This is an optimization exercise on Yosys and OpenROAD, whose aim is small area and a short achievable clock period, not a production implementation.
In this exercise RTL edits were held to simulation tests only and were not proved equivalent to the original.
Power figures rest on the tool's default switching activity, not on a simulated workload.

<file path="flow/constraint.sdc">
create_clock -name core_clock -period 4.0 [get_ports {CLK}]
set_input_delay 0.8000 -clock core_clock [delete_from_list [all_inputs] [get_ports {CLK}]]
set_output_delay 0.8000 -clock core_clock [all_outputs]
set_load 0.01 [all_outputs]
</file>
<file path="flow/design.v">
package bus_responder_pkg;
  localparam int BUS_DW = 32;
  localparam logic [7:0] ADDR_CYCLES    = 8'h40;
  localparam logic [7:0] ADDR_FIFO_PUSH = 8'h41;
  localparam logic [7:0] ADDR_STATUS    = 8'h42;
  localparam int ST_OVERFLOW = 31;
  localparam int ST_COLLIDE  = 30;
  localparam int ST_FULL     = 7;
  localparam int ST_EMPTY    = 6;
  localparam int ST_COUNT_LO = 0;
  localparam int ST_COUNT_W  = 5;
  typedef struct packed {
    logic [7:0]        addr;
    logic              rd;
    logic              wr;
    logic [BUS_DW-1:0] wdata;
  } bus_req_t;
  function automatic logic [BUS_DW-1:0] status_word(
    input logic                  overflow,
    input logic                  collide,
    input logic                  full,
    input logic                  empty,
    input logic [ST_COUNT_W-1:0] count
  );
    logic [BUS_DW-1:0] w;
    w = '0;
    w[ST_OVERFLOW] = overflow;
    w[ST_COLLIDE]  = collide;
    w[ST_FULL]     = full;
    w[ST_EMPTY]    = empty;
    w[ST_COUNT_LO +: ST_COUNT_W] = count;
    status_word = w;
  endfunction
endpackage
module sync_fifo #(
  parameter int DEPTH = 4,
  parameter int WIDTH = 32
) (
  input  logic             clk,
  input  logic             rst,
  input  logic             push,    
  input  logic             pop,     
  input  logic [WIDTH-1:0] wdata,
  output logic [WIDTH-1:0] rdata,   
  output logic [DEPTH-1:0] occ
);
  logic [WIDTH-1:0] mem [DEPTH];
  logic             do_push, do_pop;
  logic [DEPTH-1:0] wsel, nsel, hsel, occ_d;
  assign do_pop  = pop && occ[0];
  assign do_push = push && (!occ[DEPTH-1] || do_pop);
  assign rdata   = mem[0];
  always_comb begin
    for (int i = 0; i < DEPTH; i++) begin
      if (do_pop) wsel[i] = do_push && occ[i] && (i == DEPTH-1 || !occ[i+1]);
      else        wsel[i] = do_push && (i == 0 || occ[i-1]) && !occ[i];
      nsel[i] = !wsel[i] && do_pop;
      hsel[i] = !wsel[i] && !do_pop;
    end
  end
  always_comb begin
    if (rst)                     occ_d = '0;
    else if (do_pop && !do_push) occ_d = {1'b0, occ[DEPTH-1:1]};
    else if (do_push && !do_pop) occ_d = {occ[DEPTH-2:0], 1'b1};
    else                         occ_d = occ;
  end
  bus_responder_dff #(.W(DEPTH)) u_occ (
    .clk (clk),
    .d   (occ_d),
    .q   (occ)
  );
  for (genvar i = 0; i < DEPTH; i++) begin : g_slot
    logic [WIDTH-1:0] d, nxt;
    if (i < DEPTH-1) begin : g_mid
      assign nxt = mem[i+1];
      for (genvar b = 0; b < WIDTH; b++) begin : g_bit
        logic dn;
        bus_responder_aoi3 u_aoi (
          .a0 (wsel[i]), .b0 (wdata[b]),
          .a1 (nsel[i]), .b1 (nxt[b]),
          .a2 (hsel[i]), .b2 (mem[i][b]),
          .y  (dn)
        );
        assign d[b] = !dn;
      end
    end else begin : g_last
      assign nxt = '0;
      assign d   = do_push ? wdata : mem[i];
    end
    bus_responder_dff #(.W(WIDTH)) u_slot (
      .clk (clk),
      .d   (d),
      .q   (mem[i])
    );
  end
endmodule
module bus_responder_dff #(
  parameter int W = 1
) (
  input  logic         clk,
  input  logic [W-1:0] d,
  output logic [W-1:0] q
);
  always_ff @(posedge clk) q <= d;
endmodule
module bus_responder_aoi3 (
  input  logic a0, b0, a1, b1, a2, b2,
  output logic y
);
  assign y = !((a0 && b0) || (a1 && b1) || (a2 && b2));
endmodule
module bus_responder #(
  parameter int RAM_WORDS  = 64,
  parameter int FIFO_DEPTH = 4,
  parameter int DATA_W     = 32
) (
  input  logic              CLK,
  input  logic              RST,
  input  logic [7:0]        addr,
  input  logic              rd,
  input  logic              wr,
  input  logic [DATA_W-1:0] wdata,
  output logic [DATA_W-1:0] rdata,
  output logic [DATA_W-1:0] out_data,
  output logic              out_valid,
  input  logic              out_ready
);
  localparam int AW = $clog2(RAM_WORDS);
  logic ram_hit, cyc_hit, push_hit, stat_hit;
  logic [AW-1:0] ram_idx;
  assign ram_hit  = (addr < 8'(RAM_WORDS));
  assign cyc_hit  = (addr == bus_responder_pkg::ADDR_CYCLES);
  assign push_hit = (addr == bus_responder_pkg::ADDR_FIFO_PUSH);
  assign stat_hit = (addr == bus_responder_pkg::ADDR_STATUS);
  assign ram_idx  = addr[AW-1:0];
  logic [DATA_W-1:0] ram [RAM_WORDS];
  logic [DATA_W-1:0] cycles;
  logic              overflow, collide;
  logic                  fifo_push;
  logic [FIFO_DEPTH-1:0] occ;
  logic                  fifo_full, fifo_empty;
  logic [4:0]            fifo_count;
  assign fifo_push  = wr && push_hit;
  assign out_valid  = occ[0];
  assign fifo_full  = occ[FIFO_DEPTH-1];
  assign fifo_empty = !occ[0];
  assign fifo_count = {2'b00, occ[3], occ[1] && !occ[3], (occ[0] && !occ[1]) || (occ[2] && !occ[3])};
  sync_fifo #(.DEPTH(FIFO_DEPTH), .WIDTH(DATA_W)) u_fifo (
    .clk   (CLK),
    .rst   (RST),
    .push  (fifo_push),
    .pop   (out_ready),
    .wdata (wdata),
    .rdata (out_data),
    .occ   (occ)
  );
  logic              rd_val;
  logic [RAM_WORDS-1:0] sel_ram;
  logic              sel_cyc, sel_stat, sel_hold;
  logic [DATA_W-1:0] status, rdata_d;
  assign rd_val   = rd && !wr && !RST;
  assign sel_cyc  = rd_val && cyc_hit;
  assign sel_stat = rd_val && stat_hit;
  assign sel_hold = !rd && !RST;
  assign status   = bus_responder_pkg::status_word(overflow, collide, fifo_full, fifo_empty, fifo_count);
  logic [RAM_WORDS*DATA_W-1:0] ram_flat;
  logic [7:0] row_sel, col_sel;
  always_comb
    for (int k = 0; k < 8; k++) begin
      row_sel[k] = rd_val && ram_hit && (ram_idx[5:3] == 3'(k));
      col_sel[k] = (ram_idx[2:0] == 3'(k));
    end
  always_comb
    for (int i = 0; i < RAM_WORDS; i++) begin
      sel_ram[i] = row_sel[i / 8] && col_sel[i % 8];
      ram_flat[i*DATA_W +: DATA_W] = ram[i];
    end
  bus_responder_rdmux #(.WORDS(RAM_WORDS), .W(DATA_W)) u_rdmux (
    .sel_ram  (sel_ram),
    .sel_cyc  (sel_cyc),
    .sel_hold (sel_hold),
    .sel_stat (sel_stat),
    .ram      (ram_flat),
    .cycles   (cycles),
    .hold     (rdata),
    .status   (status),
    .y        (rdata_d)
  );
  bus_responder_dff #(.W(DATA_W)) u_rdata (
    .clk (CLK),
    .d   (rdata_d),
    .q   (rdata)
  );
  always_ff @(posedge CLK) begin
    if (!RST && wr && ram_hit) ram[ram_idx] <= wdata;
  end
  always_ff @(posedge CLK) begin
    if (RST)                cycles <= '0;
    else if (wr && cyc_hit) cycles <= wdata;
    else                    cycles <= cycles + DATA_W'(1);
  end
  always_ff @(posedge CLK) begin
    if (RST) begin
      overflow <= 1'b0;
      collide  <= 1'b0;
    end else begin
      if (wr && stat_hit && wdata[0]) begin
        overflow <= 1'b0;
        collide  <= 1'b0;
      end
      if (fifo_push && fifo_full && !(out_ready && occ[0])) overflow <= 1'b1;
      if (rd && wr) collide <= 1'b1;
    end
  end
endmodule
module bus_responder_rdmux #(
  parameter int WORDS = 64,
  parameter int W     = 32
) (
  input  logic [WORDS-1:0] sel_ram,
  input  logic             sel_cyc,
  input  logic             sel_hold,
  input  logic             sel_stat,
  input  logic [WORDS*W-1:0] ram,   
  input  logic [W-1:0]     cycles,
  input  logic [W-1:0]     hold,
  input  logic [W-1:0]     status,
  output logic [W-1:0]     y
);
  localparam int          N       = WORDS + 2;   
  localparam int          G       = N / 3;
  localparam logic [31:0] ST_BITS = 32'hC000_00C7;
  logic [N-1:0] sel;
  assign sel = {sel_hold, sel_cyc, sel_ram};
  for (genvar b = 0; b < W; b++) begin : g_bit
    logic [N-1:0] d;
    logic [G-1:0] grp_n;
    logic         st_n;
    for (genvar i = 0; i < WORDS; i++) begin : g_d
      assign d[i] = ram[i*W + b];
    end
    assign d[WORDS]   = cycles[b];
    assign d[WORDS+1] = hold[b];
    for (genvar g = 0; g < G; g++) begin : g_grp
      bus_responder_aoi3 u_aoi (
        .a0 (sel[3*g]),   .b0 (d[3*g]),
        .a1 (sel[3*g+1]), .b1 (d[3*g+1]),
        .a2 (sel[3*g+2]), .b2 (d[3*g+2]),
        .y  (grp_n[g])
      );
    end
    if (ST_BITS[b]) begin : g_st
      assign st_n = !(sel_stat && status[b]);
    end else begin : g_nost
      assign st_n = 1'b1;
    end
    assign y[b] = !(&grp_n && st_n);
  end
endmodule
</file>
<file path="flow/config.mk">
export PLATFORM = sky130hd
export DESIGN_NAME = bus_responder
export DESIGN_NICKNAME = bus_responder
export VERILOG_FILES = /design/flow/design.v
export SDC_FILE = /design/flow/constraint.sdc
export NUM_CORES = 4
export LEC_CHECK = 0
export CAP_MARGIN = 20
export CORE_MARGIN = 2
export CORE_UTILIZATION = 45
export SETUP_SLACK_MARGIN = 1.7
export SLEW_MARGIN = 20
export SYNTH_HIERARCHICAL = 1
export SYNTH_MINIMUM_KEEP_SIZE = 0
export TNS_END_PERCENT = 100
</file>
<file path="flow/run.sh">
#!/bin/bash
# synth_recipe.tcl (not shown) runs the flow's synth.tcl, then flattens the netlist and writes it again
# the make line also repeats each setting of config.mk as NAME=value (left out here)
make -C /OpenROAD-flow-scripts/flow DESIGN_CONFIG=/design/flow/config.mk WORK_HOME=/design/flow/orfs CLKGATE_MAP_FILE= SYNTH_SCRIPT=/design/flow/synth_recipe.tcl finish
</file>
==> summary.txt, run 1 <==
Die
  • Chip height: 421 um
  • Row cnt: 153
  • Die area: 177000 sq um
  • Die width: 421 um
  • Starting Density: 0.452
  • Core area: 173000 sq um
  • I/O pin count: 110

Finish
  • Area of the multi-input gates: 14200 sq um
  • Fin area: 99900 sq um
  • FF/Latch Area: 65600 sq um
  • Nets: 5062
  • Area growth syn-to-layout: 27.7%
  • Fillers: 12800
  • Share of cells above drive strength 1: 0.298

Setup path
  • Worst path arrival time: 3610 ps
  • CP max stage delay: 580 ps
  • Crit path required time: 4700 ps
  • Worst Path Class, Setup: in -> reg
  • Worst setup EP type: flip-flop
  • Most Frequent Cell on Critical Path: buf_12
  • CP Launch Type: input port
  • CP max FO: 7
  • Crit path max-delay cell type: nor4_4
  • Sequence of cells on the critical path: buf_4 > bufbuf_16 > nor2_1 > nand2_1 > buf_12 > buf_6 > nor2_4 > buf_12 > buf_12 > a222oi_1 > nand4_1 > nor4_4 > nand4_1

Synth
  • Synth Net Count: 3906
  • Cells after synthesis: 3860
  • Synth Warn #: 16
  • Netlist Area Pre-Place: 78300 sq um
  • Syn Area/Cell: 20.3 sq um

Power and ir drop
  • Switch share: 0.205
  • Maximum VDD drop: 499 uV
  • PD cells: 463 nW/um^2
  • Internal power: 0.0368 W
  • Flop pwr share: 0.555
  • Combinational power share: 0.022
  • Clock share of power: 0.422
  • Leakage power: 33.1 nW
  • Switching pwr: 0.00948 W

Clocking
  • Hold Buf Count CTS: 0
  • Root buf cell: clkbuf_16
  • Htree depth: 4
  • Num CTS Buffers: 213
  • Worst-skew pair later-pin latency: 870 ps
  • CTS tree: done
  • Clock transition at path regs: 60 ps
  • Clock Path Buffers: 3
  • Sink Count: 2246

Timing
  • RSZ-0062 raised after global routing: yes
  • Worst-Margin Slew: 1160 ps
  • Slew headroom: 0.229
  • Final Setup Violations: 0
  • Max Freq: 344 MHz
  • Hold WS: 401 ps
  • Max Clock Skew: 32.3 ps
  • Hold Vio Cnt, Final: 0
  • Final setup TNS: 0 ps
  • Worst setup margin: 1090 ps
  • Tcrit/Tclk final: 0.728
  • Min Tclk post-route: 2910 ps
  • Final Max Slew Viols: 0

Outcome
  • Outcome: finished clean

Job
  • Max cap viols: 0

Global route
  • Vias in the first global route: 47000
  • Met1 Track Usage GR: 0.400
  • Grt total ovfl: 0
  • Global-route wire length before repair: 372000 um
  • GRT Total Usage: 0.298
  • Largest net degree at the start of global routing: 70
  • GR Util met3: 0.0667
  • GR peak layer: met2
  • Initial antenna violation count: 21
  • Met2 GRT Util: 0.464

Routing
  • WL final: 276000 um
  • DRT antenna net count: 0
  • DRT iter0 DRCs: 11200
  • DR pass1 iterations: 11
  • DR WL/cell: 36.7 um
  • Via density: 6.72
  • Vias: 50500
  • DRC viols: 0

Placed design
  • IO Port Bufs: 109
  • Detail Placement HPWL: 159000 um
  • Setup WS pre-CTS: -749 ps
  • RePlAce Congestion: 0.895
  • Placed inst area: 88900 sq um

Hold path
  • Worst min-delay path class: in -> reg
==> repair_timing <==
action,CTS,global route
setup buffers,156,63
pin swaps,168,108
endpoints found under the setup margin,1141,525
resized for setup,559,81
gates cloned,40,22
==> path summary, 6_finish.rpt <==
check / from / end / slack, ps / cells past startpoint
setup reg to reg: u_rdata.q[22]$_DFF_P_ / u_rdata.q[22]$_DFF_P_ / 1570 / 8
setup / recovery: addr[0] / u_rdata.q[3]$_DFF_P_ / 1090 / 13
hold reg to reg: u_fifo.g_slot[3].u_slot.q[0]$_DFF_P_ / u_fifo.g_slot[2].u_slot.q[0]$_DFF_P_ / 460 / 2
hold / removal: rd / collide$_SDFFE_PP0P_ / 400 / 4
==> placed cells by master (no fill, tap or decap), types with 10 or more instances in the layout <==
cell,instances
edfxtp_1,2048
a222oi_1,800
buf_4,576
clkbuf_16,226
nand4_1,170
buf_12,156
dfxtp_1,152
nor2_4,142
inv_1,113
buf_6,88
clkbuf_1,59
buf_2,58
clkinv_1,42
nor2_1,38
dfxtp_4,34
nand2_1,31
clkinv_2,29
and4_1,27
nor4_4,26
mux2_4,25
a211oi_1,21
buf_8,16
clkdlybuf4s15_2,16
buf_16,14
nand3_1,13
xnor2_1,13
bufinv_16,13
a311oi_1,12
dfxtp_2,12
clkbuf_8,11
o31ai_1,10
==> flip-flops by register name, indices dropped and copies added, names as in the netlist <==
| signal | cells |
|---|---|
| collide | 1 |
| u_fifo.u_occ.q | 4 |
| overflow | 1 |
| ram | 2048 |
| u_rdata.q | 32 |
| cycles | 32 |
| u_fifo.g_slot.u_slot.q | 128 |
==> stage by stage <==
step / cells / power (W) / util
finish: 7518 / 0.0463 / 0.577
global route: 7514 / 0.0473 / 0.577
CTS: 7428 / 0.0464 / 0.569
detailed placement: 6844 / 0.0271 / 0.513
global placement: 6842 / 0.0271 / 0.513
floorplan: 3860 / 0.0263 / -
==> power groups by stage <==
stage	Combinational (W)	Sequential, W	Clock, W
after floorplan	0.000154	0.0262	0
after global placement	0.000884	0.0262	0
after detailed placement	0.000910	0.0262	0
after CTS	0.000992	0.0257	0.0197
after global routing	0.00106	0.0257	0.0206
final	0.00103	0.0257	0.0195
==> routing by layer <==
metal  share of wire  vias to the layer above
li1                -                    20200
met3            0.13                      553
met4           0.055                        6
met2            0.46                     3859
met5         0.00013                        -
met1            0.36                    25900
==> layout make-up <==
cell class / count / area share
well taps: 2325 / 0.0291
flip-flops and latches: 2246 / 0.657
clock inverters: 105 / 0.00983
repair buffers: 954 / 0.101
multi-input cells: 1488 / 0.142
diodes: 4 / 0.000100
inverters: 113 / 0.00425
clock buffers: 283 / 0.0572
==> critical path: cells and delay by family <==
family / cells / cell delay [ps]
and+or+nand+nor: 6 / 1360
buffers and inverters: 6 / 1060
AOI/OAI and AO/OA: 1 / 320
==> run 2: changes to the inputs <==
--- a/flow/design.v
+++ b/flow/design.v
@@ -236,5 +236,4 @@
     logic [N-1:0] d;
     logic [G-1:0] grp_n;
-    logic         st_n;
     for (genvar i = 0; i < WORDS; i++) begin : g_d
       assign d[i] = ram[i*W + b];
@@ -250,4 +249,7 @@
       );
     end
+    logic        st_n;
+    logic [5:0]  lv1;
+    logic [2:0]  lv2_n;
     if (ST_BITS[b]) begin : g_st
       assign st_n = !(sel_stat && status[b]);
@@ -255,5 +257,27 @@
       assign st_n = 1'b1;
     end
-    assign y[b] = !(&grp_n && st_n);
-  end
-endmodule
+    for (genvar k = 0; k < 4; k++) begin : g_lv1
+      bus_responder_nand4 u_n (.a(grp_n[4*k]), .b(grp_n[4*k+1]), .c(grp_n[4*k+2]), .d(grp_n[4*k+3]), .y(lv1[k]));
+    end
+    if (ST_BITS[b]) begin : g_tail_st
+      bus_responder_nand4 u_n4 (.a(grp_n[16]), .b(grp_n[17]), .c(grp_n[18]), .d(grp_n[19]), .y(lv1[4]));
+      bus_responder_nand3 u_n5 (.a(grp_n[20]), .b(grp_n[21]), .c(st_n), .y(lv1[5]));
+    end else begin : g_tail
+      bus_responder_nand3 u_n4 (.a(grp_n[16]), .b(grp_n[17]), .c(grp_n[18]), .y(lv1[4]));
+      bus_responder_nand3 u_n5 (.a(grp_n[19]), .b(grp_n[20]), .c(grp_n[21]), .y(lv1[5]));
+    end
+    for (genvar k = 0; k < 3; k++) begin : g_lv2
+      bus_responder_nor2 u_n (.a(lv1[2*k]), .b(lv1[2*k+1]), .y(lv2_n[k]));
+    end
+    bus_responder_nand3 u_out (.a(lv2_n[0]), .b(lv2_n[1]), .c(lv2_n[2]), .y(y[b]));
+  end
+endmodule
+module bus_responder_nand4 (input logic a, b, c, d, output logic y);
+  assign y = !(a && b && c && d);
+endmodule
+module bus_responder_nand3 (input logic a, b, c, output logic y);
+  assign y = !(a && b && c);
+endmodule
+module bus_responder_nor2 (input logic a, b, output logic y);
+  assign y = !(a || b);
+endmodule
--- a/flow/config.mk
+++ b/flow/config.mk
@@ -9,5 +9,7 @@
 export CORE_MARGIN = 2
 export CORE_UTILIZATION = 45
-export SETUP_SLACK_MARGIN = 1.7
+export CTS_CLUSTER_DIAMETER = 100
+export CTS_CLUSTER_SIZE = 30
+export SETUP_SLACK_MARGIN = 2.0
 export SLEW_MARGIN = 20
 export SYNTH_HIERARCHICAL = 1
==> summary.txt, run 2 <==
Setup path
  • Setup crit start: addr[7] (was addr[0])
  • Crit path max-delay cell type: a222oi_1 (was nor4_4)
  • CP max stage delay: 860 ps (was 580 ps)
  • CP delay by family, top: simple AND/OR/NAND/NOR gates (unchanged)
  • Worst path arrival time: 3350 ps (was 3610 ps)
  • Worst setup EP type: flip-flop (unchanged)
  • Worst Path Class, Setup: in -> reg (unchanged)
  • Reg2reg start: u_fifo.u_occ.q[2]$_DFF_P_ (was u_rdata.q[22]$_DFF_P_)
  • CP Launch Type: input port (unchanged)
  • Crit path required time: 4680 ps (was 4700 ps)
  • WP buf/inv: 4 (was 6)
  • Most Frequent Cell on Critical Path: nor2_4 (was buf_12)
  • CP max FO: 8 (was 7)
  • Sequence of cells on the critical path: buf_8 > nor2_4 > and3_4 > buf_12 > nand2b_4 > buf_12 > nor2_4 > a222oi_1 > nand3_2 > nor2_4 > buf_6 > nand3_2 (was buf_4 > bufbuf_16 > nor2_1 > nand2_1 > buf_12 > buf_6 > nor2_4 > buf_12 > buf_12 > a222oi_1 > nand4_1 > nor4_4 > nand4_1)

Timing
  • Max Freq: 374 MHz (was 344 MHz)
  • Slew headroom: 0.182 (was 0.229)
  • Final Setup Violations: 0 (unchanged)
  • Worst-Margin Slew: 1230 ps (was 1160 ps)
  • Final Max Slew Viols: 0 (unchanged)
  • Hold Vio Cnt, Final: 0 (unchanged)
  • Min Tclk post-route: 2670 ps (was 2910 ps)
  • RSZ-0062 raised after global routing: yes (unchanged)
  • Max Clock Skew: 62.1 ps (was 32.3 ps)
  • Tcrit/Tclk final: 0.668 (was 0.728)

Synth
  • Netlist Area Pre-Place: 78600 sq um (was 78300 sq um)
  • Synth Warn #: 16 (unchanged)
  • Cells after synthesis: 3965 (was 3860)
  • Synth Net Count: 4011 (was 3906)
  • Syn Area/Cell: 19.8 sq um (was 20.3 sq um)

Routing
  • Via density: 6.95 (was 6.72)
  • DRT antenna net count: 0 (unchanged)
  • WL final: 292000 um (was 276000 um)
  • DRT iter0 DRCs: 12800 (was 11200)
  • DR pass1 iterations: 17 (was 11)
  • DR WL/cell: 39.1 um (was 36.7 um)
  • DRC viols: 0 (unchanged)
  • Vias: 51900 (was 50500)

Power and ir drop
  • Maximum VDD drop: 397 uV (was 499 uV)
  • Power, Total: 0.0381 W (was 0.0463 W)
  • PD cells: 382 nW/um^2 (was 463 nW/um^2)
  • Leakage power: 32.6 nW (was 33.1 nW)

Die
  • Chip height: 422 um (was 421 um)
  • Die width: 422 um (was 421 um)
  • Core area: 174000 sq um (was 173000 sq um)
  • Starting Density: 0.453 (was 0.452)
  • Die area: 178000 sq um (was 177000 sq um)
  • Row cnt: 153 (unchanged)
  • I/O pin count: 110 (unchanged)

Clocking
  • Root buf cell: clkbuf_16 (unchanged)
  • Htree depth: 3 (was 4)
  • Worst-skew pair later-pin latency: 800 ps (was 870 ps)
  • Sink Count: 2246 (unchanged)
  • Clock Path Buffers: 3 (unchanged)
  • Num CTS Buffers: 86 (was 213)
  • Clock transition at path regs: 120 ps (was 60 ps)
  • CTS tree: done (unchanged)

Finish
  • Biggest regs: ram (2048), u_fifo.g_slot.u_slot.q (128) (unchanged)
  • Fillers: 12800 (about the same)
  • Share of cells above drive strength 1: 0.310 (was 0.298)
  • Area growth syn-to-layout: 26.6% (was 27.7%)
  • Final core occ: 0.573 (was 0.577)
  • Most frequent cells in the layout: 2048 x edfxtp_1, 800 x a222oi_1, 429 x buf_4 (was 2048 x edfxtp_1, 800 x a222oi_1, 576 x buf_4)
  • Fin area: 99500 sq um (was 99900 sq um)
  • Area of the multi-input gates: 15500 sq um (was 14200 sq um)
  • Nets: 5110 (was 5062)
  • FF/Latch Area: 65700 sq um (was 65600 sq um)
  • Largest register FFs: 2048 (unchanged)
  • Commonest non-fill, non-tap cell in the layout: edfxtp_1 (unchanged)
  • Final Non-Filler Cells: 7466 (was 7518)
  • Most flops, register: ram (unchanged)

Placed design
  • Inst Count DP: 6681 (was 6844)
  • Detail Placement HPWL: 146000 um (was 159000 um)
  • IO Port Bufs: 109 (unchanged)
  • Placed inst area: 86500 sq um (was 88900 sq um)
  • RePlAce Congestion: 0.874 (was 0.895)

Global route
  • Initial antenna violation count: 20 (was 21)
  • Global-route wire length before repair: 388000 um (was 372000 um)
  • Vias in the first global route: 47400 (was 47000)
  • Grt total ovfl: 0 (unchanged)
  • GRT Total Usage: 0.313 (was 0.298)
  • Largest net degree at the start of global routing: 70 (unchanged)

Hold path
  • Hold_sp: RST (was rd)
  • Worst min-delay path class: in -> reg (unchanged)

Outcome
  • Outcome: finished clean (unchanged)

Job
  • Max cap viols: 0 (unchanged)
-- run 2: final timing paths --
check,to,slack [ps],cells after the start
min reg2reg,u_fifo.g_slot[2].u_slot.q[4]$_DFF_P_,470,2
min,cycles[10]$_SDFF_PP0_,360,3
max,u_rdata.q[8]$_DFF_P_,1330,12
max reg2reg,u_fifo.g_slot[1].u_slot.q[11]$_DFF_P_,1630,7
-- run 2: what timing repair did --
action / CTS / global route
pin swaps: 337 / 259
gates resized for setup: 1002 / 148
cloned: 129 / 31
setup endpoints to repair: 2307 / 860
hold buffers: 0 / 0
buffers inserted: 368 / 92
-- run 2: layout make-up --
cell class                 instances  share of cell area
sequential                      2246               0.660
multi-input combinational       1653               0.156
tap                             2325              0.0292
antenna                           11            0.000277
inverter                         114             0.00433
clock inverter                    11             0.00191
clock buffer                     143              0.0240
timing repair buffer             963               0.124
-- run 2: report_power, final --
| part | switching (W) | internal [W] |
|---|---|---|
| Clock | 0.00702 | 0.00424 |
| Combinational | 0.000799 | 0.000319 |
| Sequential | 0.0000831 | 0.0256 |
-- run 2: through the flow --
| stage | setup TNS, ps | hold WS (ps) | worst slack (ps) |
|---|---|---|---|
| global route | 0 | 345 | 1420 |
| floorplan | 0 | 429 | 884 |
| CTS | 0 | 370 | 1530 |
| finish | 0 | 363 | 1330 |
| detailed placement | -5060 | 449 | -427 |
| global placement | -4660 | 437 | -419 |
-- run 2: tightest hold or removal path, delay by kind of cell --
family / cells / cell delay [ps]
buffers and inverters: 2 / 240
AO/OA/AOI/OAI: 1 / 50
-- run 2: routing by layer --
layer,vias up,wire [um],GRT usage
li1,20200,-,-
met1,26700,101000,0.418
met2,4211,132000,0.475
met3,708,41100,0.0779
met4,8,18600,0.164
met5,-,49,0
==> run 3: changes to the inputs <==
--- a/flow/design.v
+++ b/flow/design.v
@@ -51,10 +51,15 @@
   assign do_push = push && (!occ[DEPTH-1] || do_pop);
   assign rdata   = mem[0];
+  logic             pop_n;
+  logic [DEPTH-1:0] p0, p1, q1;
+  assign pop_n = !(pop && occ[0]);
   always_comb begin
     for (int i = 0; i < DEPTH; i++) begin
-      if (do_pop) wsel[i] = do_push && occ[i] && (i == DEPTH-1 || !occ[i+1]);
-      else        wsel[i] = do_push && (i == 0 || occ[i-1]) && !occ[i];
-      nsel[i] = !wsel[i] && do_pop;
-      hsel[i] = !wsel[i] && !do_pop;
+      p0[i] = (i == 0 || occ[i-1]) && !occ[i];
+      p1[i] = occ[i] && (i == DEPTH-1 || !occ[i+1]);
+      q1[i] = occ[0] ? p1[i] : p0[i];
+      wsel[i] = push && (pop ? q1[i] : p0[i]);
+      nsel[i] = !pop_n && !(push && p1[i]);
+      hsel[i] = pop_n && !(push && p0[i]);
     end
   end
@@ -127,11 +132,7 @@
 );
   localparam int AW = $clog2(RAM_WORDS);
-  logic ram_hit, cyc_hit, push_hit, stat_hit;
-  logic [AW-1:0] ram_idx;
-  assign ram_hit  = (addr < 8'(RAM_WORDS));
+  logic cyc_hit, stat_hit;
   assign cyc_hit  = (addr == bus_responder_pkg::ADDR_CYCLES);
-  assign push_hit = (addr == bus_responder_pkg::ADDR_FIFO_PUSH);
   assign stat_hit = (addr == bus_responder_pkg::ADDR_STATUS);
-  assign ram_idx  = addr[AW-1:0];
   logic [DATA_W-1:0] ram [RAM_WORDS];
   logic [DATA_W-1:0] cycles;
@@ -141,5 +142,4 @@
   logic                  fifo_full, fifo_empty;
   logic [4:0]            fifo_count;
-  assign fifo_push  = wr && push_hit;
   assign out_valid  = occ[0];
   assign fifo_full  = occ[FIFO_DEPTH-1];
@@ -155,25 +155,23 @@
     .occ   (occ)
   );
-  logic              rd_val;
-  logic [RAM_WORDS-1:0] sel_ram;
+  logic [RAM_WORDS-1:0] sel_ram, ram_we;
   logic              sel_cyc, sel_stat, sel_hold;
   logic [DATA_W-1:0] status, rdata_d;
-  assign rd_val   = rd && !wr && !RST;
-  assign sel_cyc  = rd_val && cyc_hit;
-  assign sel_stat = rd_val && stat_hit;
-  assign sel_hold = !rd && !RST;
-  assign status   = bus_responder_pkg::status_word(overflow, collide, fifo_full, fifo_empty, fifo_count);
+  assign status = bus_responder_pkg::status_word(overflow, collide, fifo_full, fifo_empty, fifo_count);
+  bus_responder_dec u_dec (
+    .addr     (addr),
+    .rd       (rd),
+    .wr       (wr),
+    .rst      (RST),
+    .sel_ram  (sel_ram),
+    .ram_we   (ram_we),
+    .sel_cyc  (sel_cyc),
+    .sel_stat (sel_stat),
+    .sel_hold (sel_hold),
+    .push_req (fifo_push)
+  );
   logic [RAM_WORDS*DATA_W-1:0] ram_flat;
-  logic [7:0] row_sel, col_sel;
-  always_comb
-    for (int k = 0; k < 8; k++) begin
-      row_sel[k] = rd_val && ram_hit && (ram_idx[5:3] == 3'(k));
-      col_sel[k] = (ram_idx[2:0] == 3'(k));
-    end
   always_comb
-    for (int i = 0; i < RAM_WORDS; i++) begin
-      sel_ram[i] = row_sel[i / 8] && col_sel[i % 8];
-      ram_flat[i*DATA_W +: DATA_W] = ram[i];
-    end
+    for (int i = 0; i < RAM_WORDS; i++) ram_flat[i*DATA_W +: DATA_W] = ram[i];
   bus_responder_rdmux #(.WORDS(RAM_WORDS), .W(DATA_W)) u_rdmux (
     .sel_ram  (sel_ram),
@@ -193,5 +191,6 @@
   );
   always_ff @(posedge CLK) begin
-    if (!RST && wr && ram_hit) ram[ram_idx] <= wdata;
+    for (int i = 0; i < RAM_WORDS; i++)
+      if (ram_we[i]) ram[i] <= wdata;
   end
   always_ff @(posedge CLK) begin
@@ -282,2 +281,60 @@
   assign y = !(a || b);
 endmodule
+module bus_responder_dec (
+  input  logic [7:0]  addr,
+  input  logic        rd,
+  input  logic        wr,
+  input  logic        rst,
+  output logic [63:0] sel_ram,
+  output logic [63:0] ram_we,
+  output logic        sel_cyc,
+  output logic        sel_stat,
+  output logic        sel_hold,
+  output logic        push_req
+);
+  logic [7:0] an;
+  logic       wrn, rstn;
+  logic       hi0, hi1, z54, z32;
+  logic       rvr_n, wvr_n, rdv_n, ctl_n, lo00_n, lo01_n, lo10_n;
+  logic [7:0] row_n, col_n;
+  logic [7:0] lit [2];   
+  for (genvar k = 0; k < 8; k++) begin : g_inv
+    bus_responder_inv u_i (.a(addr[k]), .y(an[k]));
+    assign lit[1][k] = addr[k];
+    assign lit[0][k] = an[k];
+  end
+  bus_responder_inv u_iw (.a(wr),  .y(wrn));
+  bus_responder_inv u_ir (.a(rst), .y(rstn));
+  bus_responder_nor2  u_hi0 (.a(addr[7]), .b(addr[6]), .y(hi0));   
+  bus_responder_nor2  u_hi1 (.a(addr[7]), .b(an[6]),   .y(hi1));   
+  bus_responder_nor2  u_z54 (.a(addr[5]), .b(addr[4]), .y(z54));
+  bus_responder_nor2  u_z32 (.a(addr[3]), .b(addr[2]), .y(z32));
+  bus_responder_nand4 u_rvr (.a(rd), .b(wrn), .c(rstn), .d(hi0), .y(rvr_n));
+  bus_responder_nand3 u_wvr (.a(wr), .b(rstn), .c(hi0), .y(wvr_n));
+  bus_responder_nand3 u_rdv (.a(rd), .b(wrn), .c(rstn), .y(rdv_n));
+  bus_responder_nand3 u_ctl (.a(hi1), .b(z54), .c(z32), .y(ctl_n));   
+  bus_responder_nand2 u_l00 (.a(an[1]),   .b(an[0]),   .y(lo00_n));
+  bus_responder_nand2 u_l01 (.a(an[1]),   .b(addr[0]), .y(lo01_n));
+  bus_responder_nand2 u_l10 (.a(addr[1]), .b(an[0]),   .y(lo10_n));
+  for (genvar k = 0; k < 8; k++) begin : g_pre
+    bus_responder_nand3 u_row (.a(lit[(k>>2)&1][5]), .b(lit[(k>>1)&1][4]), .c(lit[k&1][3]), .y(row_n[k]));
+    bus_responder_nand3 u_col (.a(lit[(k>>2)&1][2]), .b(lit[(k>>1)&1][1]), .c(lit[k&1][0]), .y(col_n[k]));
+  end
+  for (genvar i = 0; i < 64; i++) begin : g_sel
+    bus_responder_nor3 u_s (.a(rvr_n), .b(row_n[i/8]), .c(col_n[i%8]), .y(sel_ram[i]));
+    bus_responder_nor3 u_w (.a(wvr_n), .b(row_n[i/8]), .c(col_n[i%8]), .y(ram_we[i]));
+  end
+  bus_responder_nor3 u_scyc  (.a(rdv_n), .b(ctl_n), .c(lo00_n), .y(sel_cyc));
+  bus_responder_nor3 u_sstat (.a(rdv_n), .b(ctl_n), .c(lo10_n), .y(sel_stat));
+  bus_responder_nor3 u_push  (.a(wrn),   .b(ctl_n), .c(lo01_n), .y(push_req));
+  bus_responder_nor2 u_hold  (.a(rd),    .b(rst),   .y(sel_hold));
+endmodule
+module bus_responder_inv (input logic a, output logic y);
+  assign y = !a;
+endmodule
+module bus_responder_nand2 (input logic a, b, output logic y);
+  assign y = !(a && b);
+endmodule
+module bus_responder_nor3 (input logic a, b, c, output logic y);
+  assign y = !(a || b || c);
+endmodule
--- a/flow/config.mk
+++ b/flow/config.mk
@@ -11,5 +11,5 @@
 export CTS_CLUSTER_DIAMETER = 100
 export CTS_CLUSTER_SIZE = 30
-export SETUP_SLACK_MARGIN = 2.0
+export SETUP_SLACK_MARGIN = 1.7
 export SLEW_MARGIN = 20
 export SYNTH_HIERARCHICAL = 1
==> summary.txt, run 3 <==
Synth
  • Syn Area/Cell: 20.2 sq um (was 19.8 sq um)
  • Cells after synthesis: 3904 (was 3965)
  • Netlist Area Pre-Place: 78800 sq um (was 78600 sq um)
  • Synth Warn #: 20 (was 16)
  • Synth Net Count: 3950 (was 4011)

Setup path
  • Sequence of cells on the critical path: buf_8 > nor2_4 > nand4_1 > buf_12 > buf_16 > buf_4 > buf_8 > nor3_4 > buf_12 > a222oi_1 > nand4_1 > nor2_2 > nand3_2 (was buf_8 > nor2_4 > and3_4 > buf_12 > nand2b_4 > buf_12 > nor2_4 > a222oi_1 > nand3_2 > nor2_4 > buf_6 > nand3_2)
  • R2R Setup Slk: 1740 ps (was 1630 ps)
  • CP delay by family, top: simple AND/OR/NAND/NOR gates (unchanged)
  • Worst path arrival time: 3400 ps (was 3350 ps)
  • Reg2reg start: u_fifo.u_occ.q[3]$_DFF_P_ (was u_fifo.u_occ.q[2]$_DFF_P_)
  • Crit path max-delay cell type: nand4_1 (was a222oi_1)
  • Worst Path Class, Setup: in -> reg (unchanged)
  • FF-to-FF End: u_fifo.g_slot[3].u_slot.q[24]$_DFF_P_ (was u_fifo.g_slot[1].u_slot.q[11]$_DFF_P_)
  • Crit path required time: 4630 ps (was 4680 ps)
  • CP max stage delay: 600 ps (was 860 ps)
  • WP buf/inv: 6 (was 4)
  • CP Launch Type: input port (unchanged)
  • CP max FO: 16 (was 8)
  • CP Depth: 13 (was 12)
  • Worst setup EP type: flip-flop (unchanged)
  • Reg2Reg Depth: 3 (was 7)

Finish
  • Nets: 4839 (was 5110)
  • Area growth syn-to-layout: 20.7% (was 26.6%)
  • Final Non-Filler Cells: 7188 (was 7466)
  • Share of cells above drive strength 1: 0.242 (was 0.310)
  • Commonest non-fill, non-tap cell in the layout: edfxtp_1 (unchanged)
  • Biggest regs: ram (2048), u_fifo.g_slot.u_slot.q (128) (unchanged)
  • Largest register FFs: 2048 (unchanged)
  • Fin area: 95100 sq um (was 99500 sq um)
  • Most flops, register: ram (unchanged)
  • Most frequent cells in the layout: 2048 x edfxtp_1, 800 x a222oi_1, 412 x buf_4 (was 2048 x edfxtp_1, 800 x a222oi_1, 429 x buf_4)

Outcome
  • Outcome: finished clean (unchanged)

Clocking
  • Hold Buf Count CTS: 0 (unchanged)
  • CTS tree: done (unchanged)
  • Num CTS Buffers: 87 (was 86)
  • Sink Count: 2246 (unchanged)
  • Clock Path Buffers: 3 (unchanged)
  • Htree depth: 3 (unchanged)
  • Clock transition at path regs: 110 ps (was 120 ps)
  • Worst-skew pair later-pin latency: 770 ps (was 800 ps)
  • Root buf cell: clkbuf_16 (unchanged)

Routing
  • Vias: 48000 (was 51900)
  • DR WL/cell: 34.5 um (was 39.1 um)
  • WL final: 248000 um (was 292000 um)
  • DRC viols: 0 (unchanged)
  • DRT iter0 DRCs: 10700 (was 12800)
  • DRT antenna net count: 0 (unchanged)
  • Via density: 6.67 (was 6.95)
  • DR pass1 iterations: 10 (was 17)

Die
  • Row cnt: 153 (unchanged)
  • Core area: 174000 sq um (about the same)
  • Chip height: 422 um (about the same)
  • Starting Density: 0.453 (about the same)
  • Die width: 422 um (about the same)
  • Die area: 178000 sq um (about the same)
  • I/O pin count: 110 (unchanged)

Timing
  • Final setup TNS: 0 ps (unchanged)
  • Tcrit/Tclk final: 0.692 (was 0.668)
  • Final Max Slew Viols: 0 (unchanged)
  • RSZ-0062 raised after global routing: yes (unchanged)
  • Hold Vio Cnt, Final: 0 (unchanged)
  • Worst-Margin Slew: 1190 ps (was 1230 ps)
  • Slew headroom: 0.207 (was 0.182)
  • Final Setup Violations: 0 (unchanged)
  • Max Clock Skew: 39.3 ps (was 62.1 ps)
  • Min Tclk post-route: 2770 ps (was 2670 ps)
  • Max Freq: 361 MHz (was 374 MHz)

Power and ir drop
  • PD cells: 399 nW/um^2 (was 382 nW/um^2)
  • Leakage power: 32.5 nW (was 32.6 nW)
  • Maximum VDD drop: 315 uV (was 397 uV)

Placed design
  • Inst Count DP: 6740 (was 6681)
  • RePlAce Congestion: 0.851 (was 0.874)
  • Detail Placement HPWL: 146000 um (about the same)
  • Placed inst area: 88200 sq um (was 86500 sq um)
  • IO Port Bufs: 109 (unchanged)

Hold path
  • Hold worst-path end: ram[34][3]$_DFFE_PP_ (was cycles[10]$_SDFF_PP0_)
  • WHS Path Cells: 1 (was 3)
  • Worst min-delay path class: in -> reg (unchanged)
  • Hold_sp: wdata[3] (was RST)

Global route
  • Vias in the first global route: 43900 (was 47400)
  • Grt total ovfl: 0 (unchanged)
  • Global-route wire length before repair: 340000 um (was 388000 um)
  • GRT Total Usage: 0.268 (was 0.313)
  • Largest net degree at the start of global routing: 70 (unchanged)
  • Initial antenna violation count: 11 (was 20)

Job
  • Max cap viols: 0 (unchanged)
## run 3: layout make-up
type                       instances  area, sq um
antenna                            8         20.0
clock buffer                     142         2440
clock inverter                     9          144
tap                             2325         2910
inverter                         115          437
multi-input combinational       1531        14300
timing repair buffer             812         9270
sequential                      2246        65600
fill                           13400        78700
## run 3: worst max path at each step
stage | end | startpoint
floorplan | u_rdata.q[10]$_DFF_P_ | addr[6]
global placement | u_rdata.q[18]$_DFF_P_ | addr[2]
detailed placement | u_rdata.q[18]$_DFF_P_ | addr[2]
CTS | u_rdata.q[29]$_DFF_P_ | RST
global route | u_rdata.q[29]$_DFF_P_ | addr[6]
finish | u_rdata.q[29]$_DFF_P_ | addr[6]
## run 3: what timing repair did
item | in CTS | in global routing
pin swaps | 208 | 121
gates resized for setup | 429 | 61
cloned | 15 | 11
setup buffers | 234 | 29
setup endpoints to repair | 1742 | 111
hold endpoints to repair | 0 | 0
## run 3: worst reg2reg max path, delay by kind of cell (launching register included)
kind / cells / cell delay (ps)
AOI/OAI and AO/OA: 1 / 810
buffers and inverters: 1 / 310
DFF: 1 / 620
muxes: 1 / 410
## run 3: layer usage
metal | up-vias | global-route usage | part of all wire
li1 | 19600 | - | -
met1 | 25000 | 0.383 | 0.38
met2 | 3146 | 0.418 | 0.46
met3 | 300 | 0.0466 | 0.11
met4 | 0 | 0.0946 | 0.038
met5 | - | 0 | 0
## run 3: where the power goes
group          internal, W  switching, W
registers           0.0256     0.0000546
clock network      0.00432       0.00693
logic             0.000260      0.000767
## run 3: through the flow
step                       util  total power (W)  hold slack (ps)  setup slack (ps)
final                     0.547           0.0379              325              1230
after global routing      0.547           0.0389              328              1300
after CTS                 0.543           0.0380              341              1430
after detailed placement  0.507           0.0271              443              -324
after global placement    0.507           0.0271              434              -293
after floorplan               -           0.0263              427             -1720
==> run 4: changes to the inputs <==
--- a/flow/design.v
+++ b/flow/design.v
@@ -297,5 +297,5 @@
   logic       hi0, hi1, z54, z32;
   logic       rvr_n, wvr_n, rdv_n, ctl_n, lo00_n, lo01_n, lo10_n;
-  logic [7:0] row_n, col_n;
+  logic [7:0] col_n;
   logic [7:0] lit [2];   
   for (genvar k = 0; k < 8; k++) begin : g_inv
@@ -317,11 +317,16 @@
   bus_responder_nand2 u_l01 (.a(an[1]),   .b(addr[0]), .y(lo01_n));
   bus_responder_nand2 u_l10 (.a(addr[1]), .b(an[0]),   .y(lo10_n));
+  logic       rvx, wvx;
+  logic [7:0] rowr_n, roww_n;
+  bus_responder_inv u_rvx (.a(rvr_n), .y(rvx));
+  bus_responder_inv u_wvx (.a(wvr_n), .y(wvx));
   for (genvar k = 0; k < 8; k++) begin : g_pre
-    bus_responder_nand3 u_row (.a(lit[(k>>2)&1][5]), .b(lit[(k>>1)&1][4]), .c(lit[k&1][3]), .y(row_n[k]));
-    bus_responder_nand3 u_col (.a(lit[(k>>2)&1][2]), .b(lit[(k>>1)&1][1]), .c(lit[k&1][0]), .y(col_n[k]));
+    bus_responder_nand4 u_rowr (.a(rvx), .b(lit[(k>>2)&1][5]), .c(lit[(k>>1)&1][4]), .d(lit[k&1][3]), .y(rowr_n[k]));
+    bus_responder_nand4 u_roww (.a(wvx), .b(lit[(k>>2)&1][5]), .c(lit[(k>>1)&1][4]), .d(lit[k&1][3]), .y(roww_n[k]));
+    bus_responder_nand3 u_col  (.a(lit[(k>>2)&1][2]), .b(lit[(k>>1)&1][1]), .c(lit[k&1][0]), .y(col_n[k]));
   end
   for (genvar i = 0; i < 64; i++) begin : g_sel
-    bus_responder_nor3 u_s (.a(rvr_n), .b(row_n[i/8]), .c(col_n[i%8]), .y(sel_ram[i]));
-    bus_responder_nor3 u_w (.a(wvr_n), .b(row_n[i/8]), .c(col_n[i%8]), .y(ram_we[i]));
+    bus_responder_nor2 u_s (.a(rowr_n[i/8]), .b(col_n[i%8]), .y(sel_ram[i]));
+    bus_responder_nor2 u_w (.a(roww_n[i/8]), .b(col_n[i%8]), .y(ram_we[i]));
   end
   bus_responder_nor3 u_scyc  (.a(rdv_n), .b(ctl_n), .c(lo00_n), .y(sel_cyc));
--- a/flow/config.mk
+++ b/flow/config.mk
@@ -11,5 +11,5 @@
 export CTS_CLUSTER_DIAMETER = 100
 export CTS_CLUSTER_SIZE = 30
-export SETUP_SLACK_MARGIN = 1.7
+export SETUP_SLACK_MARGIN = 1.9
 export SLEW_MARGIN = 20
 export SYNTH_HIERARCHICAL = 1
==> summary.txt, run 4 <==
Outcome
  • Outcome: finished clean (unchanged)

Job
  • Max cap viols: 0 (unchanged)

Finish
  • Nets: 4917 (was 4839)
  • Most flops, register: ram (unchanged)
  • Share of cells above drive strength 1: 0.273 (was 0.242)
  • Largest register FFs: 2048 (unchanged)
  • Area growth syn-to-layout: 21.7% (was 20.7%)
  • Commonest non-fill, non-tap cell in the layout: edfxtp_1 (unchanged)
  • Most frequent cells in the layout: 2048 x edfxtp_1, 800 x a222oi_1, 458 x buf_4 (was 2048 x edfxtp_1, 800 x a222oi_1, 412 x buf_4)
  • Final core occ: 0.552 (was 0.547)
  • Biggest regs: ram (2048), u_fifo.g_slot.u_slot.q (128) (unchanged)
  • Fin area: 94900 sq um (was 95100 sq um)
  • Final Non-Filler Cells: 7244 (was 7188)

Setup path
  • Worst setup EP type: flip-flop (unchanged)
  • Worst Path Class, Setup: in -> reg (unchanged)
  • CP delay by family, top: simple AND/OR/NAND/NOR gates (unchanged)
  • WP buf/inv: 8 (was 6)
  • CP max stage delay: 500 ps (was 600 ps)
  • Setup crit start: RST (was addr[6])
  • Worst path arrival time: 3410 ps (was 3400 ps)
  • Crit path required time: 4640 ps (was 4630 ps)
  • Reg2reg start: cycles[0]$_SDFF_PP0_ (was u_fifo.u_occ.q[3]$_DFF_P_)
  • Sequence of cells on the critical path: buf_12 > inv_4 > nand4_1 > inv_2 > buf_6 > nand4_1 > buf_6 > buf_12 > buf_4 > nor2_4 > a222oi_1 > nand4_1 > nor2_1 > buf_4 > nand3_1 (was buf_8 > nor2_4 > nand4_1 > buf_12 > buf_16 > buf_4 > buf_8 > nor3_4 > buf_12 > a222oi_1 > nand4_1 > nor2_2 > nand3_2)
  • Crit path max-delay cell type: nand4_1 (unchanged)
  • Most Frequent Cell on Critical Path: nand4_1
  • CP Launch Type: input port (unchanged)
  • CP max FO: 6 (was 16)

Routing
  • WL final: 258000 um (was 248000 um)
  • DR pass1 iterations: 10 (unchanged)
  • Vias: 49000 (was 48000)
  • DRT antenna net count: 0 (unchanged)
  • DRT iter0 DRCs: 11200 (was 10700)
  • DR WL/cell: 35.7 um (was 34.5 um)
  • DRC viols: 0 (unchanged)
  • Via density: 6.76 (was 6.67)

Hold path
  • Hold_sp: wdata[17] (was wdata[3])
  • Worst min-delay path class: in -> reg (unchanged)

Power and ir drop
  • PD cells: 397 nW/um^2 (was 399 nW/um^2)
  • Maximum VDD drop: 444 uV (was 315 uV)
  • Switch share: 0.204 (about the same)
  • Switching pwr: 0.00771 W (was 0.00776 W)
  • Combinational power share: 0.026 (was 0.027)
  • Internal power: 0.0300 W (was 0.0302 W)
  • Flop pwr share: 0.680 (was 0.676)
  • Leakage power: 31.0 nW (was 32.5 nW)
  • Clock share of power: 0.295 (was 0.297)

Timing
  • Max Clock Skew: 61.3 ps (was 39.3 ps)
  • Final Setup Violations: 0 (unchanged)
  • Worst setup margin: 1220 ps (was 1230 ps)
  • RSZ-0062 raised after global routing: yes (unchanged)
  • Tcrit/Tclk final: 0.695 (was 0.692)
  • Hold WS: 393 ps (was 325 ps)
  • Max Freq: 360 MHz (was 361 MHz)
  • Slew headroom: 0.229 (was 0.207)
  • Final Max Slew Viols: 0 (unchanged)
  • Hold Vio Cnt, Final: 0 (unchanged)
  • Worst-Margin Slew: 1160 ps (was 1190 ps)
  • Min Tclk post-route: 2780 ps (was 2770 ps)

Global route
  • GRT Total Usage: 0.285 (was 0.268)
  • Global-route wire length before repair: 352000 um (was 340000 um)
  • Grt total ovfl: 0 (unchanged)
  • GR peak layer: met2 (unchanged)
  • Met2 GRT Util: 0.441 (was 0.418)
  • Vias in the first global route: 45100 (was 43900)
  • Initial antenna violation count: 14 (was 11)
  • GR Util met3: 0.0473 (was 0.0466)
  • Met1 Track Usage GR: 0.401 (was 0.383)
  • Largest net degree at the start of global routing: 70 (unchanged)

Die
  • Row cnt: 152 (was 153)
  • Die area: 177000 sq um (was 178000 sq um)
  • Chip height: 420 um (was 422 um)
  • Die width: 420 um (was 422 um)
  • Core area: 172000 sq um (was 174000 sq um)
  • Starting Density: 0.454 (was 0.453)
  • I/O pin count: 110 (unchanged)

Clocking
  • Sink Count: 2246 (unchanged)
  • Worst-skew pair later-pin latency: 760 ps (was 770 ps)
  • Num CTS Buffers: 86 (was 87)
  • Clock transition at path regs: 120 ps (was 110 ps)
  • Hold Buf Count CTS: 0 (unchanged)
  • Clock Path Buffers: 3 (unchanged)
  • CTS tree: done (unchanged)
  • Htree depth: 3 (unchanged)
  • Root buf cell: clkbuf_16 (unchanged)

Synth
  • Cells after synthesis: 3914 (was 3904)
  • Syn Area/Cell: 19.9 sq um (was 20.2 sq um)
  • Synth Net Count: 3960 (was 3950)
  • Netlist Area Pre-Place: 78000 sq um (was 78800 sq um)
  • Synth Warn #: 20 (unchanged)

Placed design
  • IO Port Bufs: 109 (unchanged)
  • Inst Count DP: 6727 (was 6740)
  • RePlAce Congestion: 0.901 (was 0.851)
  • Placed inst area: 86800 sq um (was 88200 sq um)
  • Setup WS pre-CTS: -428 ps (was -324 ps)
  • Detail Placement HPWL: 145000 um (was 146000 um)
## run 4: worst paths after layout
path                                                 to  slack (ps)  cells past startpoint
setup / recovery                  u_rdata.q[31]$_DFF_P_        1220                     15
hold / removal                     ram[4][17]$_DFFE_PP_         390                      1
setup reg to reg                  cycles[25]$_SDFF_PP0_        1990                      7
hold reg to reg   u_fifo.g_slot[0].u_slot.q[11]$_DFF_P_         430                      2
## run 4: layout make-up
type                    count  area (sq um)
flip-flops and latches   2246         65600
inverters                 117           447
clock inverters             9           124
clock buffers             137          2360
fillers                 13200         77000
diodes                      5          12.5
multi-input cells        1566         14200
repair buffers            854          9320
well taps                2310          2890
## run 4: power by group through the flow
stage	sequential [W]	clock, W	combinational [W]
2_1_floorplan	0.0262	0	0.000109
3_3_place_gp	0.0262	0	0.000841
3_5_place_dp	0.0262	0	0.000864
4_1_cts	0.0257	0.0112	0.000936
5_1_grt	0.0257	0.0119	0.00100
6_report	0.0257	0.0111	0.000965
## run 4: through the flow
stage               TNS, ps  total power (W)
floorplan                 0           0.0263
global placement      -7050           0.0270
detailed placement    -6420           0.0271
CTS                       0           0.0378
global route              0           0.0386
finish                    0           0.0377
## run 4: worst register-to-register path: stages (launching register included)
cell	delay (ps)
dfxtp_2	370
buf_4	130
nand3_2	160
nor4_4	310
nand4_1	120
buf_4	180
or3_1	350
a311oi_1	280
## run 4: layer usage
metal,routed length [um],vias to the layer above
met4,12800,2
li1,-,19600
met1,97100,25500
met3,29900,456
met2,119000,3405
met5,13,-
## run 4: what timing repair did
action / in CTS / in global routing
gates cloned: 45 / 7
pin swaps: 224 / 162
setup endpoints to repair: 2005 / 470
buffers inserted: 243 / 71
endpoints found under the hold margin: 0 / 0
resized for setup: 714 / 110
==> run 5: changes to the inputs <==
==> flow/flow/run.sh (new file) <==
#!/bin/bash
# The standard layout, with two changes to how it is made: the port buffers are plain
# buffers (buf_4) rather than the delay cells buffer_ports picks by default, and timing repair
# may swap a cell for one of another footprint (so it can still resize those buffers).
# make's full output goes to flow.log here; ORFS keeps each step's log under orfs/logs/.
set -euo pipefail
bash standard.sh MATCH_CELL_FOOTPRINT=0 "BUFFER_PORTS_ARGS=-buffer_cell sky130_fd_sc_hd__buf_4" finish > flow.log 2>&1
==> flow/standard.sh (new file) <==
#!/bin/bash
# synth_recipe.tcl (not shown) runs the flow's synth.tcl, then flattens the netlist and writes it again
# the make line also repeats each setting of config.mk as NAME=value (left out here)
make -C /OpenROAD-flow-scripts/flow DESIGN_CONFIG=/design/flow/config.mk WORK_HOME=/design/flow/orfs CLKGATE_MAP_FILE= SYNTH_SCRIPT=/design/flow/synth_recipe.tcl "${@:-finish}"
removed: flow/run.sh
==> summary.txt, run 5 <==
Hold path
  • Worst min-delay path class: in -> reg (unchanged)
  • Hold_sp: out_ready (was wdata[17])

Clocking
  • Clock transition at path regs: 120 ps (about the same)
  • Num CTS Buffers: 84 (was 86)
  • Clock Path Buffers: 3 (unchanged)
  • CTS tree: done (unchanged)
  • Hold Buf Count CTS: 0 (unchanged)
  • Worst-skew pair later-pin latency: 760 ps (about the same)
  • Root buf cell: clkbuf_16 (unchanged)
  • Htree depth: 3 (unchanged)
  • Sink Count: 2246 (unchanged)

Outcome
  • Outcome: finished clean (unchanged)

Power and ir drop
  • Power, Total: 0.0375 W (was 0.0377 W)
  • Maximum VDD drop: 399 uV (was 444 uV)
  • PD cells: 407 nW/um^2 (was 397 nW/um^2)
  • Leakage power: 29.3 nW (was 31.0 nW)

Setup path
  • Worst path arrival time: 3710 ps (was 3410 ps)
  • Worst Path Class, Setup: in -> reg (unchanged)
  • Reg2reg start: cycles[1]$_SDFF_PP0_ (was cycles[0]$_SDFF_PP0_)
  • Crit path required time: 4630 ps (was 4640 ps)
  • Setup crit start: RST (unchanged)
  • CP max FO: 5 (was 6)
  • Worst setup EP type: flip-flop (unchanged)
  • CP Launch Type: input port (unchanged)

Finish
  • Commonest non-fill, non-tap cell in the layout: edfxtp_1 (unchanged)
  • Most frequent cells in the layout: 2048 x edfxtp_1, 800 x a222oi_1, 326 x buf_4 (was 2048 x edfxtp_1, 800 x a222oi_1, 458 x buf_4)
  • Biggest regs: ram (2048), u_fifo.g_slot.u_slot.q (128) (unchanged)
  • Area growth syn-to-layout: 18.1% (was 21.7%)
  • Fin area: 92200 sq um (was 94900 sq um)
  • Most flops, register: ram (unchanged)
  • Share of cells above drive strength 1: 0.228 (was 0.273)
  • Largest register FFs: 2048 (unchanged)
  • Nets: 4662 (was 4917)

Timing
  • Hold WS: 366 ps (was 393 ps)
  • Hold Vio Cnt, Final: 0 (unchanged)
  • Final Setup Violations: 0 (unchanged)
  • Slew headroom: 0.297 (was 0.229)
  • Tcrit/Tclk final: 0.770 (was 0.695)
  • Min Tclk post-route: 3080 ps (was 2780 ps)
  • RSZ-0062 raised after global routing: yes (unchanged)
  • Worst-Margin Slew: 1050 ps (was 1160 ps)
  • Max Freq: 325 MHz (was 360 MHz)
  • Final Max Slew Viols: 0 (unchanged)
  • Max Clock Skew: 33.3 ps (was 61.3 ps)

Routing
  • DRT antenna net count: 0 (unchanged)
  • DR pass1 iterations: 10 (unchanged)
  • WL final: 255000 um (was 258000 um)
  • DRC viols: 0 (unchanged)
  • Via density: 6.91 (was 6.76)
  • Vias: 48300 (was 49000)
  • DR WL/cell: 36.5 um (was 35.7 um)
  • DRT iter0 DRCs: 10700 (was 11200)

Global route
  • Global-route wire length before repair: 346000 um (was 352000 um)
  • GR peak layer: met2 (unchanged)
  • Grt total ovfl: 0 (unchanged)
  • GR Util met3: 0.0475 (was 0.0473)
  • Met1 Track Usage GR: 0.391 (was 0.401)
  • Met2 GRT Util: 0.437 (was 0.441)
  • Vias in the first global route: 43800 (was 45100)
  • Largest net degree at the start of global routing: 71 (was 70)
  • Initial antenna violation count: 9 (was 14)
  • GRT Total Usage: 0.279 (was 0.285)

Placed design
  • Placed inst area: 84700 sq um (was 86800 sq um)
  • Detail Placement HPWL: 129000 um (was 145000 um)
  • IO Port Bufs: 109 (unchanged)
  • RePlAce Congestion: 0.849 (was 0.901)

Die
  • I/O pin count: 110 (unchanged)
  • Starting Density: 0.454 (unchanged)
  • Row cnt: 152 (unchanged)
  • Core area: 172000 sq um (unchanged)
  • Chip height: 420 um (unchanged)
  • Die area: 177000 sq um (unchanged)
  • Die width: 420 um (unchanged)

Job
  • Max cap viols: 0 (unchanged)

Synth
  • Syn Area/Cell: 19.9 sq um (unchanged)
  • Synth Net Count: 3960 (unchanged)
  • Netlist Area Pre-Place: 78000 sq um (unchanged)
  • Cells after synthesis: 3914 (unchanged)
  • Synth Warn #: 20 (unchanged)
## run 5: metal layers
metal	vias up	wire length, um
met3	454	30900
met4	2	11900
met2	3531	118000
li1	19200	-
met5	-	18
met1	25200	94200
## run 5: timing repair
| action | 4_1_cts | 5_1_grt |
|---|---|---|
| setup endpoints to repair | 1331 | 1250 |
| gates cloned | 62 | 11 |
| gates resized for setup | 347 | 179 |
| pin swaps | 211 | 152 |
| buffers inserted | 163 | 65 |
## run 5: cell type report
cell class              instances  area [sq um]
fillers                     13300         79700
clock inverters                 4          57.6
well taps                    2310          2890
flip-flops and latches       2246         65600
clock buffers                 134          2350
diodes                         11          27.5
multi-input cells            1584         14300
repair buffers                583          6510
inverters                     117           445
## run 5: through the flow
stage	setup WS, ps	std cells	TNS, ps	util
6_report	922	6989	0	0.536
5_1_grt	933	6978	0	0.536
4_1_cts	1220	6902	0	0.528
3_5_place_dp	-171	6539	-835	0.493
3_3_place_gp	-205	6539	-1620	0.493
2_1_floorplan	1060	3914	0	-
## run 5: final timing paths
path / to / slack, ps / depth (start not counted)
min: u_fifo.u_occ.q[1]$_DFF_P_ / 370 / 3
max reg2reg: cycles[30]$_SDFF_PP0_ / 1950 / 7
max: u_rdata.q[9]$_DFF_P_ / 920 / 14
min reg2reg: u_fifo.g_slot[2].u_slot.q[10]$_DFF_P_ / 460 / 2
## run 5: worst max-delay path, cell delays in order
cell and delay [ps]:
buf_8 80, clkinvlp_4 170, nand4_1 310, inv_2 130
nand4_1 160, buf_4 150, buf_6 130, clkbuf_16 170
nor2_4 100, buf_6 180, a222oi_1 400, nand4_1 410
nor2_4 380, nand3_2 100
## run 5: report_power, final
| part | total, W | internal [W] | switching (W) |
|---|---|---|---|
| Combinational | 0.000876 | 0.000166 | 0.000710 |
| Sequential | 0.0257 | 0.0256 | 0.0000467 |
| Clock | 0.0110 | 0.00414 | 0.00682 |
| Total | 0.0375 | 0.0299 | 0.00757 |
==> run 6: changes to the inputs <==
--- a/flow/config.mk
+++ b/flow/config.mk
@@ -6,11 +6,11 @@
 export NUM_CORES = 4
 export LEC_CHECK = 0
-export CAP_MARGIN = 20
+export CAP_MARGIN = 10
 export CORE_MARGIN = 2
-export CORE_UTILIZATION = 45
+export CORE_UTILIZATION = 52
 export CTS_CLUSTER_DIAMETER = 100
 export CTS_CLUSTER_SIZE = 30
 export SETUP_SLACK_MARGIN = 1.9
-export SLEW_MARGIN = 20
+export SLEW_MARGIN = 10
 export SYNTH_HIERARCHICAL = 1
 export SYNTH_MINIMUM_KEEP_SIZE = 0
==> summary.txt, run 6 <==
Synth
  • Syn Area/Cell: 19.9 sq um (unchanged)
  • Cells after synthesis: 3914 (unchanged)
  • Synth Net Count: 3960 (unchanged)
  • Netlist Area Pre-Place: 78000 sq um (unchanged)
  • Synth Warn #: 20 (unchanged)

Routing
  • Via density: 7.04 (was 6.91)
  • DR WL/cell: 36.3 um (was 36.5 um)
  • DR pass1 iterations: 10 (unchanged)
  • DRC viols: 0 (unchanged)
  • Vias: 47500 (was 48300)
  • DRT iter0 DRCs: 10300 (was 10700)
  • DRT antenna net count: 0 (unchanged)
  • WL final: 245000 um (was 255000 um)

Clocking
  • Sink Count: 2246 (unchanged)
  • Clock transition at path regs: 110 ps (was 120 ps)
  • Clock Path Buffers: 3 (unchanged)
  • CTS tree: done (unchanged)
  • Worst-skew pair later-pin latency: 770 ps (was 760 ps)
  • Num CTS Buffers: 85 (was 84)
  • Root buf cell: clkbuf_16 (unchanged)
  • Htree depth: 3 (unchanged)

Placed design
  • Detail Placement HPWL: 133000 um (was 129000 um)
  • Placed inst area: 85000 sq um (was 84700 sq um)
  • Setup WS pre-CTS: -20.7 ps (was -171 ps)
  • Inst Count DP: 6296 (was 6539)
  • IO Port Bufs: 109 (unchanged)
  • RePlAce Congestion: 0.854 (was 0.849)

Timing
  • Max Freq: 365 MHz (was 325 MHz)
  • Worst setup margin: 1260 ps (was 922 ps)
  • Hold WS: 312 ps (was 366 ps)
  • Tcrit/Tclk final: 0.685 (was 0.770)
  • Slew headroom: 0.302 (was 0.297)
  • Max Clock Skew: 36.6 ps (was 33.3 ps)
  • Hold Vio Cnt, Final: 0 (unchanged)
  • Min Tclk post-route: 2740 ps (was 3080 ps)
  • Final Max Slew Viols: 0 (unchanged)
  • Final Setup Violations: 0 (unchanged)
  • Worst-Margin Slew: 1050 ps (about the same)
  • RSZ-0062 raised after global routing: yes (unchanged)

Finish
  • Commonest non-fill, non-tap cell in the layout: edfxtp_1 (unchanged)
  • Fillers: 10700 (was 13300)
  • Biggest regs: ram (2048), u_fifo.g_slot.u_slot.q (128) (unchanged)
  • Nets: 4699 (was 4662)
  • Final Non-Filler Cells: 6746 (was 6989)
  • Most flops, register: ram (unchanged)
  • Area of the multi-input gates: 13800 sq um (was 14300 sq um)
  • Fin area: 91600 sq um (was 92200 sq um)
  • Largest register FFs: 2048 (unchanged)
  • Share of cells above drive strength 1: 0.236 (was 0.228)
  • FF/Latch Area: 65600 sq um (about the same)
  • Area growth syn-to-layout: 17.4% (was 18.1%)
  • Most frequent cells in the layout: 2048 x edfxtp_1, 800 x a222oi_1, 441 x buf_4 (was 2048 x edfxtp_1, 800 x a222oi_1, 326 x buf_4)

Global route
  • Global-route wire length before repair: 331000 um (was 346000 um)
  • Largest net degree at the start of global routing: 70 (was 71)
  • Initial antenna violation count: 7 (was 9)
  • GRT Total Usage: 0.307 (was 0.279)
  • Vias in the first global route: 43100 (was 43800)
  • Grt total ovfl: 0 (unchanged)

Power and ir drop
  • Internal power: 0.0300 W (was 0.0299 W)
  • Leakage power: 29.5 nW (was 29.3 nW)
  • Flop pwr share: 0.683 (was 0.684)
  • Switching pwr: 0.00756 W (was 0.00757 W)
  • Clock share of power: 0.293 (was 0.292)
  • Maximum VDD drop: 327 uV (was 399 uV)
  • Switch share: 0.201 (was 0.202)
  • PD cells: 410 nW/um^2 (was 407 nW/um^2)
  • Combinational power share: 0.024 (was 0.023)

Die
  • I/O pin count: 110 (unchanged)
  • Starting Density: 0.522 (was 0.454)
  • Chip height: 391 um (was 420 um)
  • Die area: 153000 sq um (was 177000 sq um)
  • Row cnt: 142 (was 152)
  • Die width: 391 um (was 420 um)
  • Core area: 149000 sq um (was 172000 sq um)

Outcome
  • Outcome: finished clean (unchanged)

Hold path
  • WHS Path Cells: 3 (unchanged)
  • Worst min-delay path class: in -> reg (unchanged)

Setup path
  • R2R Setup Slk: 1960 ps (was 1950 ps)
  • Reg2Reg Depth: 5 (was 7)
  • Worst Path Class, Setup: in -> reg (unchanged)
  • CP max FO: 8 (was 5)
  • Crit path required time: 4640 ps (was 4630 ps)
  • Worst path arrival time: 3370 ps (was 3710 ps)
  • Worst setup EP type: flip-flop (unchanged)
  • CP Launch Type: input port (unchanged)

Job
  • Max cap viols: 0 (unchanged)
run 6: repair_timing:
action	4_1_cts	5_1_grt
buffers inserted	104	140
hold buffers	0	0
setup endpoints to repair	600	838
pin swaps	110	130
gates resized for setup	270	124
gates cloned	21	21
run 6: layer usage:
layer / up-vias / global-route usage / share of wire
met5: - / 0 / 0.000029
met4: 2 / 0.0851 / 0.034
met3: 326 / 0.0642 / 0.12
met2: 3166 / 0.483 / 0.47
met1: 24800 / 0.439 / 0.38
li1: 19200 / - / -
run 6: critical path, stage by stage:
cell      delay [ps]
buf_8             90
inv_4             30
nand4_1          140
inv_4            110
nand4_1          140
buf_12           180
nor2_4            60
buf_12           140
buf_12           140
a222oi_1         390
nand4_1          520
nor2_4           490
nand3_2          100
run 6: path summary, 6_finish.rpt:
path | from | to
worst min-delay path | rd | collide$_SDFFE_PP0P_
worst max-delay path | RST | u_rdata.q[23]$_DFF_P_
worst min register to register | u_fifo.g_slot[3].u_slot.q[1]$_DFF_P_ | u_fifo.g_slot[2].u_slot.q[1]$_DFF_P_
worst max register to register | ram[39][6]$_DFFE_PP_ | u_rdata.q[6]$_DFF_P_
run 6: power groups by stage:
stage | clock, W | sequential (W) | combinational [W]
3_5_place_dp | 0 | 0.0262 | 0.000759
3_3_place_gp | 0 | 0.0262 | 0.000738
2_1_floorplan | 0 | 0.0262 | 0.000109
4_1_cts | 0.0111 | 0.0257 | 0.000842
5_1_grt | 0.0119 | 0.0257 | 0.000923
6_report | 0.0110 | 0.0257 | 0.000886
run 6: area by class of cell:
type / instances / area share
sequential: 2246 / 0.716
multi-input combinational: 1557 / 0.151
timing repair buffer: 646 / 0.0728
tap: 2016 / 0.0275
clock buffer: 135 / 0.0260
inverter: 117 / 0.00511
clock inverter: 7 / 0.000956
antenna: 22 / 0.000601
run 6: through the flow:
step	util	TNS, ps	total power, W
final	0.613	0	0.0376
after floorplan	-	0	0.0263
after global routing	0.613	0	0.0385
after CTS	0.600	0	0.0376
after global placement	0.569	-1.78	0.0269
after detailed placement	0.569	-20.7	0.0270

re-timing with driven ports:
The flow's constraints put no driver on any port. The routed layouts listed below were extracted and timed again, unchanged, in two steps. Step 1 assumes that a clkbuf_16 drives the clock port and a buf_2 every other input. Step 2 times the ports against the registers' clock, not the clock port: input delays grow and output delays shrink by t, the midpoint of the rising clock arrivals with the driver on. a / b / c = no drivers / after step 1 / after step 2; a / b = the first two.
| run | shift t [ns] | setup slack, ns | clock arrival spread, ns | worst slew at a driven data input, ns | pins driven straight from the clock port |
|---|---|---|---|---|---|
| run 1 | 0.938 | 1.089 / 1.120 / 0.183 | 0.041 / 0.041 | 0.15 | 1 |
| run 2 | 0.858 | 1.327 / 1.229 / 0.371 | 0.068 / 0.068 | 0.28 | 1 |
| run 3 | 0.826 | 1.233 / 1.261 / 0.435 | 0.057 / 0.057 | 0.05 | 1 |
| run 4 | 0.816 | 1.221 / 1.233 / 0.418 | 0.073 / 0.073 | 0.07 | 1 |
| run 5 | 0.831 | 0.922 / 0.927 / 0.096 | 0.042 / 0.042 | 0.09 | 1 |
| run 6 | 0.832 | 1.261 / 1.282 / 0.451 | 0.045 / 0.045 | 0.08 | 1 |
After both steps setup and hold are still met in every run listed. The setup slack of run 2, which loses most, moves by -0.098 ns with the drivers and by -0.956 ns with both steps.
